What follows belongs to an exercise in optimizing a design on an open flow for small area, a short achievable clock period and few clock cycles per item; a production flow would make more cautious choices.
RTL that was checked went through simulation tests only; none was proved equivalent to the original.
Power is estimated from default activity; no workload was simulated.

== run 1 ==
==> module alu_divider, before the edit <==
module alu_divider
(
    input  logic        clock,
    input  logic        reset_n,
    input  logic        div_req,
    input  logic        div_signed,
    input  logic [31:0] dividend,
    input  logic [15:0] divisor,
    output logic        div_ready,
    output logic        zero_div,     
    output logic        collect,      
    output logic        overflow,     
    output logic [31:0] div_word,     
    output logic        quo_n,        
    output logic        quo_z         
);
    logic        pending;
    logic        busy;
    logic [2:0]  cnt;
    logic [15:0] rem_q;
    logic [15:0] quo_q;
    logic [15:0] dvs_q;     
    logic        dcin_q;    
    logic        signed_q;
    logic        quo_neg_q;
    logic        rem_neg_q;
    logic        ovf_q;
    logic        start;
    logic        a_neg;
    logic        d_neg;
    logic [31:0] a_abs;
    logic [15:0] dvs_in;
    logic        dcin_in;
    logic [17:0] ovf_sum;
    assign div_ready = !busy;
    assign zero_div  = div_req && !pending && (divisor == 16'd0);
    assign start     = div_req && !pending && (divisor != 16'd0);
    assign collect   = div_req && pending;
    assign a_neg   = div_signed && dividend[31];
    assign d_neg   = div_signed && divisor[15];
    assign a_abs   = a_neg ? -dividend : dividend;
    assign dvs_in  = d_neg ? divisor : ~divisor;
    assign dcin_in = !d_neg;
    assign ovf_sum = {2'b00, a_abs[31:16]} + {2'b01, dvs_in} + {17'd0, dcin_in};
    logic [16:0] t1, t2;
    logic [17:0] s1, s2;
    logic [15:0] r1, r2;
    logic        q1, q2;
    assign t1 = {rem_q, quo_q[15]};
    assign s1 = {1'b0, t1} + {2'b01, dvs_q} + {17'd0, dcin_q};
    assign q1 = s1[17];
    assign r1 = q1 ? s1[15:0] : t1[15:0];
    assign t2 = {r1, quo_q[14]};
    assign s2 = {1'b0, t2} + {2'b01, dvs_q} + {17'd0, dcin_q};
    assign q2 = s2[17];
    assign r2 = q2 ? s2[15:0] : t2[15:0];
    always_ff @(posedge clock or negedge reset_n) begin
        if (!reset_n) begin
            pending <= 1'b0;
            busy    <= 1'b0;
        end else begin
            if (start) begin
                pending <= 1'b1;
                busy    <= !ovf_sum[17];
            end else begin
                if (collect) pending <= 1'b0;
                if (cnt == 3'd7) busy <= 1'b0;
            end
        end
    end
    always_ff @(posedge clock) begin
        if (start) begin
            cnt       <= 3'd0;
            rem_q     <= a_abs[31:16];
            quo_q     <= a_abs[15:0];
            dvs_q     <= dvs_in;
            dcin_q    <= dcin_in;
            signed_q  <= div_signed;
            quo_neg_q <= a_neg ^ d_neg;
            rem_neg_q <= a_neg;
            ovf_q     <= ovf_sum[17];
        end else if (busy) begin
            cnt   <= cnt + 3'd1;
            rem_q <= r2;
            quo_q <= {quo_q[13:0], q1, q2};
        end
    end
    logic quo_nz;
    assign quo_nz   = quo_q != 16'd0;
    assign overflow = ovf_q | (signed_q & (quo_neg_q ? (quo_q[15] & (quo_q[14:0] != 15'd0))
                                                     : quo_q[15]));
    assign quo_n    = quo_neg_q ? quo_nz : quo_q[15];
    assign quo_z    = !quo_nz;
    assign div_word = {rem_neg_q ? -rem_q : rem_q, quo_neg_q ? -quo_q : quo_q};
endmodule
==> flow/config.mk <==
export PLATFORM = sky130hd
export DESIGN_NAME = alu_top
export DESIGN_NICKNAME = alu_top
export VERILOG_FILES = /design/flow/design.v
export SDC_FILE = /design/flow/constraint.sdc
export NUM_CORES = 4
export LEC_CHECK = 0
export ABC_AREA = 1
export CAP_MARGIN = 20
export CORE_MARGIN = 2
export CORE_UTILIZATION = 60
export SETUP_SLACK_MARGIN = 1.75
export SLEW_MARGIN = 20
==> flow/constraint.sdc <==
create_clock -name core_clock -period 6.0 [get_ports {clock}]
set_input_delay 1.2000 -clock core_clock [delete_from_list [all_inputs] [get_ports {clock}]]
set_output_delay 1.2000 -clock core_clock [all_outputs]
set_load 0.01 [all_outputs]
standard.sh (not shown) runs the stock make flow with config.mk's settings and CLKGATE_MAP_FILE= SYNTH_SCRIPT=/design/flow/synth_recipe.tcl, a recipe that flattens the netlist after the stock synthesis.
==> flow/flow/run.sh <==
#!/bin/bash
# Standard layout, with the port buffers made from sky130_fd_sc_hd__buf_1
# cells instead of the delay cells buffer_ports picks by default
set -e
export BUFFER_PORTS_ARGS="-buffer_cell sky130_fd_sc_hd__buf_1"
bash standard.sh > standard.log 2>&1
Testbench counts of run 1, summed over its fixed seeds: cycles 21,876, ops 19,200.
--- input diff run 1..run 2 ---
--- a/flow/design.v
+++ b/flow/design.v
@@ -143,7 +143,7 @@
         end else begin
             if (start) begin
                 pending <= 1'b1;
-                busy    <= !ovf_sum[17];
+                busy    <= 1'b1;
             end else begin
                 if (collect) pending <= 1'b0;
                 if (cnt == 3'd7) busy <= 1'b0;
### Flow results
- Compared with run 1, run 2 degrades total power.
- In the tables for run 1 and run 2, sequential share of power reads higher with run 1.
- Run 2 against run 1: clock power went up by about 2%; data arrival time of the critical path went up by 0.04 ns.
- Comparing run 1 and run 2, the lower area of the mapped netlist is on run 1.
- Reported for run 1 and run 2, worst hold path stage count turned out identical to the last digit.
- Maximum clock rate (lower): run 1
- Of run 1 and run 2, the lower share of the synthesized area in compound gates (AO/OA/AOI/OAI) belongs to run 2.
- Sequential share of layout area, run 1 and run 2, lower one = run 1.
- Per the comparison of run 2 with run 1, global-route wire length before repair went up about 4%; global-route usage went up 1.4 points; area of the multi-input gates went down about 1.4%.
- Row number of buffers added for setup after CTS: run 2 lower / run 1 higher
Testbench counts of run 2, summed over its fixed seeds: cycles 22,090, ops 19,200.

== juniper ==
The RTL this note starts from:
==> flow/design.v <==
package alu_ops_pkg;
    localparam int DATA_W    = 32;
    localparam int HALF_W    = 16;
    localparam int BYTE_W    = 8;
    localparam int DIV_STEPS = 17;
    typedef enum logic [4:0] {
        NOP,
        OR,
        AND,
        EOR,
        ADD,
        SUB,
        CMP,
        ADDX,
        SUBX,
        MOVE,
        ASL,
        LSL,
        ROL,
        ROXL,
        ASR,
        LSR,
        ROR,
        ROXR,
        DIV
    } alu_op_e;
    typedef enum logic [1:0] {
        BYTE = 2'd0,
        WORD = 2'd1,
        LONG = 2'd2
    } alu_size_e;
    typedef struct packed {
        alu_op_e           op;
        alu_size_e         size;
        logic              div_signed;
        logic [DATA_W-1:0] operand1;
        logic [DATA_W-1:0] operand2;
    } alu_req_t;
    function automatic logic size_msb(input logic [DATA_W-1:0] data, input logic [1:0] size);
        case (size)
            BYTE:    size_msb = data[BYTE_W-1];
            WORD:    size_msb = data[HALF_W-1];
            default: size_msb = data[DATA_W-1];
        endcase
    endfunction
    function automatic logic size_zero(input logic [DATA_W-1:0] data, input logic [1:0] size);
        case (size)
            BYTE:    size_zero = data[BYTE_W-1:0] == '0;
            WORD:    size_zero = data[HALF_W-1:0] == '0;
            default: size_zero = data == '0;
        endcase
    endfunction
endpackage
package alu_flags_pkg;
    typedef struct packed {
        logic x;
        logic n;
        logic z;
        logic v;
        logic c;
    } alu_ccr_t;
    typedef struct packed {
        logic [15:0] remainder;
        logic [15:0] quotient;
    } alu_div_word_t;
    typedef union packed {
        logic [31:0] long_word;
        alu_div_word_t     div;
    } alu_result_u;
    typedef struct packed {
        alu_result_u result;
        alu_ccr_t    ccr;
    } alu_unit_out_t;
    typedef struct packed {
        logic        done;
        logic        trap;
        logic        overflow;
        logic        zero_div;
        alu_result_u result;
    } alu_div_status_t;
endpackage
`timescale 1ns/1ps
module alu_divider
(
    input  logic        clock,
    input  logic        reset_n,
    input  logic        div_req,
    input  logic        div_signed,
    input  logic [31:0] dividend,
    input  logic [15:0] divisor,
    output logic        div_ready,
    output logic        zero_div,     
    output logic        collect,      
    output logic        overflow,     
    output logic [31:0] div_word,     
    output logic        quo_n,        
    output logic        quo_z         
);
    logic        pending;
    logic        busy;
    logic [2:0]  cnt;
    logic [15:0] rem_q;
    logic [15:0] quo_q;
    logic [15:0] dvs_q;     
    logic        dcin_q;    
    logic        signed_q;
    logic        quo_neg_q;
    logic        rem_neg_q;
    logic        ovf_q;
    logic        start;
    logic        a_neg;
    logic        d_neg;
    logic [31:0] a_abs;
    logic [15:0] dvs_in;
    logic        dcin_in;
    logic [17:0] ovf_sum;
    assign div_ready = !busy;
    assign zero_div  = div_req && !pending && (divisor == 16'd0);
    assign start     = div_req && !pending && (divisor != 16'd0);
    assign collect   = div_req && pending;
    assign a_neg   = div_signed && dividend[31];
    assign d_neg   = div_signed && divisor[15];
    assign a_abs   = a_neg ? -dividend : dividend;
    assign dvs_in  = d_neg ? divisor : ~divisor;
    assign dcin_in = !d_neg;
    assign ovf_sum = {2'b00, a_abs[31:16]} + {2'b01, dvs_in} + {17'd0, dcin_in};
    logic [16:0] t1, t2;
    logic [17:0] s1, s2;
    logic [15:0] r1, r2;
    logic        q1, q2;
    assign t1 = {rem_q, quo_q[15]};
    assign s1 = {1'b0, t1} + {2'b01, dvs_q} + {17'd0, dcin_q};
    assign q1 = s1[17];
    assign r1 = q1 ? s1[15:0] : t1[15:0];
    assign t2 = {r1, quo_q[14]};
    assign s2 = {1'b0, t2} + {2'b01, dvs_q} + {17'd0, dcin_q};
    assign q2 = s2[17];
    assign r2 = q2 ? s2[15:0] : t2[15:0];
    always_ff @(posedge clock or negedge reset_n) begin
        if (!reset_n) begin
            pending <= 1'b0;
            busy    <= 1'b0;
        end else begin
            if (start) begin
                pending <= 1'b1;
                busy    <= 1'b1;
            end else begin
                if (collect) pending <= 1'b0;
                if (cnt == 3'd7) busy <= 1'b0;
            end
        end
    end
    always_ff @(posedge clock) begin
        if (start) begin
            cnt       <= 3'd0;
            rem_q     <= a_abs[31:16];
            quo_q     <= a_abs[15:0];
            dvs_q     <= dvs_in;
            dcin_q    <= dcin_in;
            signed_q  <= div_signed;
            quo_neg_q <= a_neg ^ d_neg;
            rem_neg_q <= a_neg;
            ovf_q     <= ovf_sum[17];
        end else if (busy) begin
            cnt   <= cnt + 3'd1;
            rem_q <= r2;
            quo_q <= {quo_q[13:0], q1, q2};
        end
    end
    logic quo_nz;
    assign quo_nz   = quo_q != 16'd0;
    assign overflow = ovf_q | (signed_q & (quo_neg_q ? (quo_q[15] & (quo_q[14:0] != 15'd0))
                                                     : quo_q[15]));
    assign quo_n    = quo_neg_q ? quo_nz : quo_q[15];
    assign quo_z    = !quo_nz;
    assign div_word = {rem_neg_q ? -rem_q : rem_q, quo_neg_q ? -quo_q : quo_q};
endmodule
`timescale 1ns/1ps
module alu_top
(
    input  logic        clock,
    input  logic        reset_n,
    input  logic [4:0]  op,
    input  logic [1:0]  size,
    input  logic        div_signed,
    input  logic [31:0] operand1,
    input  logic [31:0] operand2,
    output logic [31:0] result,
    output logic [4:0]  ccr,
    output logic        div_trap,
    output logic        div_ready
);
    logic [31:0] a, b;
    logic        x_q, n_q, z_q, v_q, c_q;
    assign a   = operand1;
    assign b   = operand2;
    assign ccr = {x_q, n_q, z_q, v_q, c_q};
    logic op_or, op_and, op_eor, op_add, op_sub, op_cmp, op_addx, op_subx, op_move;
    logic op_asl, op_lsl, op_rol, op_roxl, op_asr, op_lsr, op_ror, op_roxr, op_div;
    assign op_or   = op == 5'd1;
    assign op_and  = op == 5'd2;
    assign op_eor  = op == 5'd3;
    assign op_add  = op == 5'd4;
    assign op_sub  = op == 5'd5;
    assign op_cmp  = op == 5'd6;
    assign op_addx = op == 5'd7;
    assign op_subx = op == 5'd8;
    assign op_move = op == 5'd9;
    assign op_asl  = op == 5'd10;
    assign op_lsl  = op == 5'd11;
    assign op_rol  = op == 5'd12;
    assign op_roxl = op == 5'd13;
    assign op_asr  = op == 5'd14;
    assign op_lsr  = op == 5'd15;
    assign op_ror  = op == 5'd16;
    assign op_roxr = op == 5'd17;
    assign op_div  = op == 5'd18;
    logic is_logic, is_arith, is_left, is_right, subtract, extended;
    assign is_logic = op_or | op_and | op_eor | op_move;
    assign is_arith = op_add | op_sub | op_cmp | op_addx | op_subx;
    assign is_left  = op_asl | op_lsl | op_rol | op_roxl;
    assign is_right = op_asr | op_lsr | op_ror | op_roxr;
    assign subtract = op_sub | op_cmp | op_subx;
    assign extended = op_addx | op_subx;
    function automatic logic msb_of(input logic [31:0] d, input logic [1:0] s);
        case (s)
            2'd0:    msb_of = d[7];
            2'd1:    msb_of = d[15];
            default: msb_of = d[31];
        endcase
    endfunction
    function automatic logic zero_of(input logic [31:0] d, input logic [1:0] s);
        case (s)
            2'd0:    zero_of = d[7:0] == 8'd0;
            2'd1:    zero_of = d[15:0] == 16'd0;
            default: zero_of = d == 32'd0;
        endcase
    endfunction
    logic        xin;
    logic [31:0] sum;
    assign xin = extended & x_q;
    assign sum = a + (b ^ {32{subtract}}) + {31'd0, subtract ^ xin};
    logic [31:0] lres;
    always_comb begin
        case (1'b1)
            op_or:   lres = a | b;
            op_and:  lres = a & b;
            op_eor:  lres = a ^ b;
            default: lres = a;
        endcase
    end
    logic        dm;
    logic        lbit, rbit;
    logic [31:0] shres;
    assign dm   = msb_of(a, size);
    assign lbit = (op_rol & dm) | (op_roxl & x_q);
    assign rbit = (op_asr & dm) | (op_ror & a[0]) | (op_roxr & x_q);
    always_comb begin
        if (is_left) begin
            shres = {a[30:0], lbit};
        end else begin
            shres = {1'b0, a[31:1]};
            case (size)
                2'd0:    shres[7]  = rbit;
                2'd1:    shres[15] = rbit;
                default: shres[31] = rbit;
            endcase
        end
    end
    logic [31:0] res;
    always_comb begin
        if (is_arith)                 res = sum;
        else if (is_left | is_right)  res = shres;
        else                          res = lres;
    end
    logic rm, rz, sm, bm, carry;
    assign rm    = msb_of(res, size);
    assign rz    = zero_of(res, size);
    assign sm    = msb_of(b, size);
    assign bm    = sm ^ subtract;
    assign carry = (dm & bm) | (~rm & (dm | bm));
    logic        dv_zero_div, dv_collect, dv_overflow, dv_n, dv_z;
    logic [31:0] dv_word;
    alu_divider u_div (
        .clock      (clock),
        .reset_n    (reset_n),
        .div_req    (op_div),
        .div_signed (div_signed),
        .dividend   (a),
        .divisor    (b[15:0]),
        .div_ready  (div_ready),
        .zero_div   (dv_zero_div),
        .collect    (dv_collect),
        .overflow   (dv_overflow),
        .div_word   (dv_word),
        .quo_n      (dv_n),
        .quo_z      (dv_z)
    );
    always_ff @(posedge clock or negedge reset_n) begin
        if (!reset_n) begin
            result   <= 32'd0;
            x_q      <= 1'b0;
            n_q      <= 1'b0;
            z_q      <= 1'b0;
            v_q      <= 1'b0;
            c_q      <= 1'b0;
            div_trap <= 1'b0;
        end else begin
            if (is_logic) begin
                result <= res;
                n_q    <= rm;
                z_q    <= rz;
                v_q    <= 1'b0;
                c_q    <= 1'b0;
            end
            if (is_arith) begin
                if (!op_cmp) result <= res;
                n_q <= rm;
                z_q <= extended ? (z_q & rz) : rz;
                v_q <= (dm == bm) & (rm != dm);
                c_q <= carry ^ subtract;
                if (!op_cmp) x_q <= carry ^ subtract;
            end
            if (is_left) begin
                result <= res;
                n_q    <= rm;
                z_q    <= rz;
                v_q    <= op_asl & (rm ^ dm);
                c_q    <= dm;
                if (!op_rol) x_q <= dm;
            end
            if (is_right) begin
                result <= res;
                n_q    <= rm;
                z_q    <= rz;
                v_q    <= 1'b0;
                c_q    <= a[0];
                if (!op_ror) x_q <= a[0];
            end
            if (dv_zero_div) begin
                div_trap <= 1'b1;
                n_q      <= 1'b0;
                z_q      <= 1'b0;
                v_q      <= 1'b0;
                c_q      <= 1'b0;
            end
            if (dv_collect) begin
                div_trap <= dv_overflow;
                n_q      <= dv_overflow | dv_n;
                z_q      <= !dv_overflow & dv_z;
                v_q      <= dv_overflow;
                c_q      <= 1'b0;
                if (!dv_overflow) result <= dv_word;
            end
        end
    end
endmodule
Settings: LEC_CHECK=0, ABC_AREA=1, CAP_MARGIN=20, CORE_MARGIN=2, CORE_UTILIZATION=40, SETUP_SLACK_MARGIN=2.0, SLEW_MARGIN=20; clock period 6.0 ns.
run.sh (not shown) runs the stock make flow with config.mk's settings and CLKGATE_MAP_FILE= SYNTH_SCRIPT=/design/flow/synth_recipe.tcl, a recipe that flattens the netlist after the stock synthesis.
Stock flow here: none of the scripts above is used.
Testbench counts of juniper, summed over its fixed seeds: cycles 22,090, ops 19,200.
Inputs modified between juniper and nickel:
--- a/flow/design.v
+++ b/flow/design.v
@@ -93,12 +93,28 @@
     output logic        collect,      
     output logic        overflow,     
     output logic [31:0] div_word,     
     output logic        quo_n,        
     output logic        quo_z         
 );
+    function automatic logic [31:0] cneg32(input logic [31:0] x, input logic en);
+        logic seen;
+        seen = 1'b0;
+        for (int i = 0; i < 32; i++) begin
+            cneg32[i] = x[i] ^ (en & seen);
+            seen      = seen | x[i];
+        end
+    endfunction
+    function automatic logic [15:0] cneg16(input logic [15:0] x, input logic en);
+        logic seen;
+        seen = 1'b0;
+        for (int i = 0; i < 16; i++) begin
+            cneg16[i] = x[i] ^ (en & seen);
+            seen      = seen | x[i];
+        end
+    endfunction
     logic        pending;
     logic        busy;
     logic [2:0]  cnt;
     logic [15:0] rem_q;
     logic [15:0] quo_q;
     logic [15:0] dvs_q;     
@@ -110,33 +126,36 @@
     logic        start;
     logic        a_neg;
     logic        d_neg;
     logic [31:0] a_abs;
     logic [15:0] dvs_in;
     logic        dcin_in;
-    logic [17:0] ovf_sum;
+    logic [18:0] ovf_sum;
     assign div_ready = !busy;
     assign zero_div  = div_req && !pending && (divisor == 16'd0);
     assign start     = div_req && !pending && (divisor != 16'd0);
     assign collect   = div_req && pending;
     assign a_neg   = div_signed && dividend[31];
     assign d_neg   = div_signed && divisor[15];
-    assign a_abs   = a_neg ? -dividend : dividend;
+    assign a_abs   = cneg32(dividend, a_neg);
     assign dvs_in  = d_neg ? divisor : ~divisor;
     assign dcin_in = !d_neg;
-    assign ovf_sum = {2'b00, a_abs[31:16]} + {2'b01, dvs_in} + {17'd0, dcin_in};
+    assign ovf_sum = ({2'b00, a_abs[31:16], 1'b1} + {2'b01, dvs_in, dcin_in}) >> 1;
     logic [16:0] t1, t2;
     logic [17:0] s1, s2;
+    logic [18:0] s1w, s2w;
     logic [15:0] r1, r2;
     logic        q1, q2;
     assign t1 = {rem_q, quo_q[15]};
-    assign s1 = {1'b0, t1} + {2'b01, dvs_q} + {17'd0, dcin_q};
+    assign s1w = {1'b0, t1, 1'b1} + {2'b01, dvs_q, dcin_q};
+    assign s1  = s1w[18:1];
     assign q1 = s1[17];
     assign r1 = q1 ? s1[15:0] : t1[15:0];
     assign t2 = {r1, quo_q[14]};
-    assign s2 = {1'b0, t2} + {2'b01, dvs_q} + {17'd0, dcin_q};
+    assign s2w = {1'b0, t2, 1'b1} + {2'b01, dvs_q, dcin_q};
+    assign s2  = s2w[18:1];
     assign q2 = s2[17];
     assign r2 = q2 ? s2[15:0] : t2[15:0];
     always_ff @(posedge clock or negedge reset_n) begin
         if (!reset_n) begin
             pending <= 1'b0;
             busy    <= 1'b0;
@@ -170,13 +189,13 @@
     logic quo_nz;
     assign quo_nz   = quo_q != 16'd0;
     assign overflow = ovf_q | (signed_q & (quo_neg_q ? (quo_q[15] & (quo_q[14:0] != 15'd0))
                                                      : quo_q[15]));
     assign quo_n    = quo_neg_q ? quo_nz : quo_q[15];
     assign quo_z    = !quo_nz;
-    assign div_word = {rem_neg_q ? -rem_q : rem_q, quo_neg_q ? -quo_q : quo_q};
+    assign div_word = {cneg16(rem_q, rem_neg_q), cneg16(quo_q, quo_neg_q)};
 endmodule
 `timescale 1ns/1ps
 module alu_top
 (
     input  logic        clock,
     input  logic        reset_n,
@@ -235,14 +254,16 @@
             2'd1:    zero_of = d[15:0] == 16'd0;
             default: zero_of = d == 32'd0;
         endcase
     endfunction
     logic        xin;
     logic [31:0] sum;
+    logic [32:0] sumw;
     assign xin = extended & x_q;
-    assign sum = a + (b ^ {32{subtract}}) + {31'd0, subtract ^ xin};
+    assign sumw = {a, 1'b1} + {b ^ {32{subtract}}, subtract ^ xin};
+    assign sum  = sumw[32:1];
     logic [31:0] lres;
     always_comb begin
         case (1'b1)
             op_or:   lres = a | b;
             op_and:  lres = a & b;
             op_eor:  lres = a ^ b;
[summary]
Looking at timing endpoint of the critical path, the u_div.rem_q[2] result is from nickel; the u_div.rem_q[13] one comes from juniper.
Horizontal extent of the die (nickel over juniper): decrease, 4.2%
Final net count (nickel vs. juniper) decreases by more than 10%
Proportion of power drawn by combinational gates (higher): juniper
Delta (nickel minus juniper): post-detailed-routing wire length decreased by about 3.5% relative to the old numbers, combined area of all synthesized cells decreased by about 8% relative to the old numbers, internal reg-to-reg setup slack decreased by 0.68 ns relative to the old numbers, final cell utilization of the core increased by 2.8 points relative to the old numbers, placement-stage cell area decreased by 6.5% relative to the old numbers.
Taking juniper as the reference, in nickel headroom to the max-slew limit shows a reduction of 7.1 points; sequential group share of total power grew by 0.6 points; fraction of area in clock buffers and inverters increased 0.54 points.
Function not checked in nickel: the RTL went through the layout flow alone.

==> port drivers added, routing unchanged <==
No port has a modelled driver above. Below, the same layouts with a new extraction and two added sets of constraints.
Step 1: set_driving_cell puts a clkbuf_16 on clock and a buf_2 on each other input, an assumption about the parent block.
Step 2, shift: input delay + t, output delay - t, t = (earliest + latest rising clock arrival at the registers) / 2. This alone moves slack from input paths to output paths.
Slacks: ideal ports / drivers / drivers and shift; pairs: ideal ports / drivers.
| run | t (ns) | setup slack, ns | cell pins on the clock port's net |
|---|---|---|---|
| run 1 | 0.391 | 1.642 / 1.642 / 1.394 | 1 |
| run 2 | 0.391 | 1.782 / 1.803 / 1.412 | 1 |
| juniper | 0.396 | 1.890 / 1.890 / 1.552 | 1 |
| nickel | 0.399 | 1.214 / 1.214 / 1.013 | 1 |
After both steps every run listed still meets setup and hold. The setup slack of run 2, which loses most, moves by +0.021 ns with the drivers and by -0.370 ns with both steps.
